This design comes from an exercise in tuning for small area, a short achievable clock period and few clock cycles per item on the open sky130 flow, not from production work.
In this exercise RTL edits were held to simulation tests only and were not proved equivalent to the original.

==> run K: inputs <==
==> flow/design.v (excerpt) <==
module rgb_to_xy_chromaticity (
    input  logic        i_clk,
    input  logic        i_rst_n,
    input  logic        i_s_tvalid,
    output logic        o_s_tready,
    input  logic [23:0] i_s_tdata,    
    output logic        o_m_tvalid,
    input  logic        i_m_tready,
    output logic [31:0] o_m_tdata,    
    output logic [0:0]  o_m_tuser     
);
==> module rgb_to_xy_chromaticity, before the edit <==
module rgb_to_xy_chromaticity (
    input  logic        i_clk,
    input  logic        i_rst_n,
    input  logic        i_s_tvalid,
    output logic        o_s_tready,
    input  logic [23:0] i_s_tdata,    
    output logic        o_m_tvalid,
    input  logic        i_m_tready,
    output logic [31:0] o_m_tdata,    
    output logic [0:0]  o_m_tuser     
);
    localparam int LAT = rgbxy_pkg::LAT;
    localparam int XW  = rgbxy_pkg::X_W;
    localparam int SW  = rgbxy_pkg::S_W;
    localparam int FD  = 16;           
    localparam int FA  = 4;            
    localparam int CAP = FD + 1;       
    localparam int CW  = 5;            
    logic [LAT-1:0] r_vld;             
    logic [LAT-1:0] r_blk;             
    logic [CW-1:0]  r_cnt;             
    logic           r_rdy;
    logic           w_acc, w_pop;
    assign w_acc = i_s_tvalid & r_rdy;
    assign w_pop = o_m_tvalid & i_m_tready;
    always_ff @(posedge i_clk) begin
        if (!i_rst_n) begin
            r_vld <= '0;
            r_cnt <= '0;
            r_rdy <= 1'b0;
        end else begin
            r_vld <= {r_vld[LAT-2:0], w_acc};
            case ({w_acc, w_pop})
                2'b10:   begin r_cnt <= r_cnt + 1'b1; r_rdy <= r_cnt + 2 <= CW'(CAP); end
                2'b01:   begin r_cnt <= r_cnt - 1'b1; r_rdy <= 1'b1; end
                default: begin r_rdy <= r_cnt + 1 <= CW'(CAP); end
            endcase
        end
    end
    assign o_s_tready = r_rdy;
    logic [23:0]              r_in;
    rgbxy_pkg::t_lin3         w_lin;
    rgbxy_pkg::t_lin3         r_lin;
    logic [XW-1:0]            w_xs, w_xc, w_ys, w_yc;
    logic [SW-1:0]            w_ss, w_sc;
    logic [XW-1:0]            r_x, r_y;
    logic [SW-1:0]            r_s;
    logic [14:0]              w_xa, w_xam1, w_ya, w_yam1;
    logic [1:0]               w_xd, w_yd;
    logic [rgbxy_pkg::R_W-1:0] w_xws, w_xwc, w_yws, w_ywc;
    logic [15:0]              w_xq, w_yq;
    always_ff @(posedge i_clk) begin
        r_in  <= i_s_tdata;
        r_blk <= {r_blk[LAT-2:0], i_s_tdata == '0};
    end
    rgbxy_lin u_lin (
        .i_red   (r_in[7:0]),
        .i_green (r_in[15:8]),
        .i_blue  (r_in[23:16]),
        .o_lin   (w_lin)
    );
    always_ff @(posedge i_clk) r_lin <= w_lin;
    rgbxy_mat u_mat (
        .i_clk (i_clk),
        .i_lin (r_lin),
        .o_xs  (w_xs), .o_xc (w_xc),
        .o_ys  (w_ys), .o_yc (w_yc),
        .o_ss  (w_ss), .o_sc (w_sc)
    );
    always_ff @(posedge i_clk) begin
        r_x  <= w_xs + w_xc;
        r_y  <= w_ys + w_yc;
        r_s  <= w_ss + w_sc;
    end
    rgbxy_div u_div (
        .i_clk      (i_clk),
        .i_num_x    (r_x),
        .i_num_y    (r_y),
        .i_den      (r_s),
        .o_x_a      (w_xa),
        .o_x_am1    (w_xam1),
        .o_x_q      (w_xd),
        .o_x_ws     (w_xws),
        .o_x_wc     (w_xwc),
        .o_y_a      (w_ya),
        .o_y_am1    (w_yam1),
        .o_y_q      (w_yd),
        .o_y_ws     (w_yws),
        .o_y_wc     (w_ywc)
    );
    function automatic logic [15:0] quot(input logic [14:0] a, input logic [14:0] am1,
                                         input logic [1:0] q, input logic neg);
        quot = {(q[1] | (~q[0] & ~neg)) ? a : am1, q[1] ^ q[0] ^ neg};
    endfunction
    logic [rgbxy_pkg::R_W-1:0] w_xr, w_yr;
    always_comb begin
        w_xr = w_xws + w_xwc;
        w_yr = w_yws + w_ywc;
        w_xq = quot(w_xa, w_xam1, w_xd, w_xr[rgbxy_pkg::R_W-1]);
        w_yq = quot(w_ya, w_yam1, w_yd, w_yr[rgbxy_pkg::R_W-1]);
    end
    logic [32:0]   r_mem [FD];
    logic [FA:0]   r_wp, r_rp;
    logic          r_ov;
    logic [32:0]   r_od;
    logic          w_empty, w_ld;
    assign w_empty = r_wp == r_rp;
    assign w_ld    = ~r_ov | i_m_tready;
    always_ff @(posedge i_clk) begin
        if (r_vld[LAT-1]) begin
            r_mem[r_wp[FA-1:0]] <= r_blk[LAT-1] ? 33'd0 : {1'b1, w_yq, w_xq};
        end
        if (w_ld) begin
            r_od <= r_mem[r_rp[FA-1:0]];
        end
    end
    always_ff @(posedge i_clk) begin
        if (!i_rst_n) begin
            r_wp <= '0;
            r_rp <= '0;
            r_ov <= 1'b0;
        end else begin
            if (r_vld[LAT-1]) r_wp <= r_wp + 1'b1;
            if (w_ld) begin
                r_ov <= ~w_empty;
                if (~w_empty) r_rp <= r_rp + 1'b1;
            end
        end
    end
    assign o_m_tvalid = r_ov;
    assign o_m_tdata  = r_od[31:0];
    assign o_m_tuser  = r_od[32];
endmodule
==> flow/config.mk <==
export PLATFORM = sky130hd
export DESIGN_NAME = rgb_to_xy_chromaticity
export DESIGN_NICKNAME = rgb_to_xy_chromaticity
export VERILOG_FILES = /design/flow/design.v
export SDC_FILE = /design/flow/constraint.sdc
export NUM_CORES = 4
export LEC_CHECK = 0
export ABC_AREA = 1
export CAP_MARGIN = 20
export CORE_MARGIN = 2
export CORE_UTILIZATION = 40
export SETUP_SLACK_MARGIN = 4.5
export SLEW_MARGIN = 20
==> flow/constraint.sdc <==
create_clock -name core_clock -period 8.0 [get_ports {i_clk}]
set_input_delay 1.6000 -clock core_clock [delete_from_list [all_inputs] [get_ports {i_clk}]]
set_output_delay 1.6000 -clock core_clock [all_outputs]
set_load 0.01 [all_outputs]
run.sh (not shown) runs the stock make flow with config.mk's settings and CLKGATE_MAP_FILE= SYNTH_SCRIPT=/design/flow/synth_recipe.tcl, a recipe that flattens the netlist after the stock synthesis.
==> run E: changes against run K <==
ABC_AREA = default   (was 1)
SETUP_SLACK_MARGIN = 4.3   (was 4.5)
==> run H: changes against run K <==
--- a/flow/design.v
+++ b/flow/design.v
@@ -2659,30 +2659,53 @@
     localparam int XW  = rgbxy_pkg::X_W;
     localparam int SW  = rgbxy_pkg::S_W;
-    localparam int FD  = 16;           
-    localparam int FA  = 4;            
-    localparam int CAP = FD + 1;       
-    localparam int CW  = 5;            
+    localparam int BD  = 16;           
+    localparam int BA  = 4;            
     logic [LAT-1:0] r_vld;             
     logic [LAT-1:0] r_blk;             
-    logic [CW-1:0]  r_cnt;             
-    logic           r_rdy;
-    logic           w_acc, w_pop;
-    assign w_acc = i_s_tvalid & r_rdy;
-    assign w_pop = o_m_tvalid & i_m_tready;
+    logic [BA:0]    r_sin;             
+    logic [BA:0]    r_siss;            
+    logic [BA:0]    r_sout;            
+    logic [BD-1:0]  r_cnt;             
+    logic           r_ov;              
+    logic           w_acc, w_iss, w_end, w_ld, w_take, w_drop;
+    assign w_acc  = i_s_tvalid & ~r_cnt[BD-1];
+    assign w_iss  = r_siss != r_sin;
+    assign w_end  = r_vld[LAT-1];
+    assign w_ld   = ~r_ov | i_m_tready;
+    assign w_take = w_end & w_ld;
+    assign w_drop = w_end & ~w_ld;
     always_ff @(posedge i_clk) begin
         if (!i_rst_n) begin
-            r_vld <= '0;
-            r_cnt <= '0;
-            r_rdy <= 1'b0;
+            r_vld  <= '0;
+            r_sin  <= '0;
+            r_siss <= '0;
+            r_sout <= '0;
+            r_cnt  <= '0;
+            r_ov   <= 1'b0;
         end else begin
-            r_vld <= {r_vld[LAT-2:0], w_acc};
-            case ({w_acc, w_pop})
-                2'b10:   begin r_cnt <= r_cnt + 1'b1; r_rdy <= r_cnt + 2 <= CW'(CAP); end
-                2'b01:   begin r_cnt <= r_cnt - 1'b1; r_rdy <= 1'b1; end
-                default: begin r_rdy <= r_cnt + 1 <= CW'(CAP); end
+            r_sin  <= r_sin + (BA+1)'(w_acc);
+            r_sout <= r_sout + (BA+1)'(w_take);
+            case ({w_acc, w_take})
+                2'b10:   r_cnt <= {r_cnt[BD-2:0], 1'b1};
+                2'b01:   r_cnt <= {1'b0, r_cnt[BD-1:1]};
+                default: r_cnt <= r_cnt;
             endcase
+            if (w_ld) r_ov <= w_end;
+            if (w_drop) begin
+                r_vld  <= '0;
+                r_siss <= r_sout;
+            end else begin
+                r_vld  <= {r_vld[LAT-2:0], w_iss};
+                r_siss <= r_siss + (BA+1)'(w_iss);
+            end
         end
     end
-    assign o_s_tready = r_rdy;
+    assign o_s_tready = ~r_cnt[BD-1];
+    logic [23:0] r_ib [BD];
+    logic [23:0] w_ib;
+    always_ff @(posedge i_clk) begin
+        if (w_acc) r_ib[r_sin[BA-1:0]] <= i_s_tdata;
+    end
+    assign w_ib = r_ib[r_siss[BA-1:0]];
     logic [23:0]              r_in;
     rgbxy_pkg::t_lin3         w_lin;
@@ -2697,6 +2720,6 @@
     logic [15:0]              w_xq, w_yq;
     always_ff @(posedge i_clk) begin
-        r_in  <= i_s_tdata;
-        r_blk <= {r_blk[LAT-2:0], i_s_tdata == '0};
+        r_in  <= w_ib;
+        r_blk <= {r_blk[LAT-2:0], w_ib == '0};
     end
     rgbxy_lin u_lin (
@@ -2746,30 +2769,8 @@
         w_yq = quot(w_ya, w_yam1, w_yd, w_yr[rgbxy_pkg::R_W-1]);
     end
-    logic [32:0]   r_mem [FD];
-    logic [FA:0]   r_wp, r_rp;
-    logic          r_ov;
-    logic [32:0]   r_od;
-    logic          w_empty, w_ld;
-    assign w_empty = r_wp == r_rp;
-    assign w_ld    = ~r_ov | i_m_tready;
+    logic [32:0] r_od;
     always_ff @(posedge i_clk) begin
-        if (r_vld[LAT-1]) begin
-            r_mem[r_wp[FA-1:0]] <= r_blk[LAT-1] ? 33'd0 : {1'b1, w_yq, w_xq};
-        end
         if (w_ld) begin
-            r_od <= r_mem[r_rp[FA-1:0]];
-        end
-    end
-    always_ff @(posedge i_clk) begin
-        if (!i_rst_n) begin
-            r_wp <= '0;
-            r_rp <= '0;
-            r_ov <= 1'b0;
-        end else begin
-            if (r_vld[LAT-1]) r_wp <= r_wp + 1'b1;
-            if (w_ld) begin
-                r_ov <= ~w_empty;
-                if (~w_empty) r_rp <= r_rp + 1'b1;
-            end
+            r_od <= r_blk[LAT-1] ? 33'd0 : {1'b1, w_yq, w_xq};
         end
     end
CAP_MARGIN = 10   (was 20)
CORE_UTILIZATION = 55   (was 40)
CTS_BUF_LIST = sky130_fd_sc_hd__clkbuf_8   (was default)
SETUP_SLACK_MARGIN = 4.3   (was 4.5)
SLEW_MARGIN = 10   (was 20)
==> qor summary <==
| metric | run H | run K | run E |
|---|---|---|---|
| Most common library cell in the layout ignoring fill and taps | sky130_fd_sc_hd__inv_1 | sky130_fd_sc_hd__nand2_1 | sky130_fd_sc_hd__dfxtp_1 |
| Largest stage delay on the critical path | 0.60 ns | 0.54 ns | 0.55 ns |
| Multi-input combinational area share | 0.478 | 0.465 | 0.469 |
| End of the worst register-to-register path | r_x[31] | u_div.r_xs[7][16] | r_y[25] |
| Signal inverters | 2,433 | 2,424 | 1,774 |
| Run status | complete, no violations | complete, no violations | complete, no violations |
| Via count of the first global-routing pass | 116k | 113k | 105k |
| Clock input transition at the sequential cells of the worst setup and hold paths | 0.06 ns | 0.07 ns | 0.06 ns |
| Number of buffers inserted to repair setup after CTS | 38 | 105 | 142 |
| End point of the critical path | r_x[31] | u_div.r_xs[7][16] | r_y[25] |
| Global-route track usage on met2 | 0.584 | 0.402 | 0.385 |
| Most used standard cell by instance count after synthesis | sky130_fd_sc_hd__inv_1 | sky130_fd_sc_hd__nand2_1 | sky130_fd_sc_hd__dfxtp_1 |
| Xor and xnor fraction of the mapped netlist area | 0.0158 | 0.0147 | 0.0176 |
| Synth unique cells | 61 | 60 | 93 |
| Post-Syn Nets | 18.2k | 18.6k | 16.2k |
| EDFF count, synth | 417 | 561 | 561 |
Testbench counts of run K, summed over its fixed seeds: cycles 16,120, items 16,000.
Testbench counts of run E, summed over its fixed seeds: cycles 16,120, items 16,000.
Testbench counts of run H, summed over its fixed seeds: cycles 16,120, items 16,000.

==> what the ideal ports hide <==
No port has a modelled driver above. Below, the same layouts with a new extraction and two added sets of constraints. Step 1 assumes that a clkbuf_16 drives the clock port and a buf_2 every other input. Step 2, shift: input delay + t, output delay - t, t = (earliest + latest rising clock arrival at the registers) / 2. This alone moves slack from input paths to output paths. a / b / c = ideal ports / drivers / drivers and shift; a / b = the first two.
run | shift t [ns] | setup slack, ns | worst slew at a driven data input, ns
run K | 1.022 | 4.317 / 4.317 / 4.030 | 0.15
run E | 1.032 | 4.213 / 4.213 / 3.926 | 0.10
run H | 1.170 | 4.259 / 4.259 / 3.961 | 0.20
After both steps every run listed still meets setup and hold. For run H, which loses most, drivers alone change the setup slack by 0.000 ns; drivers and shift together by -0.298 ns.
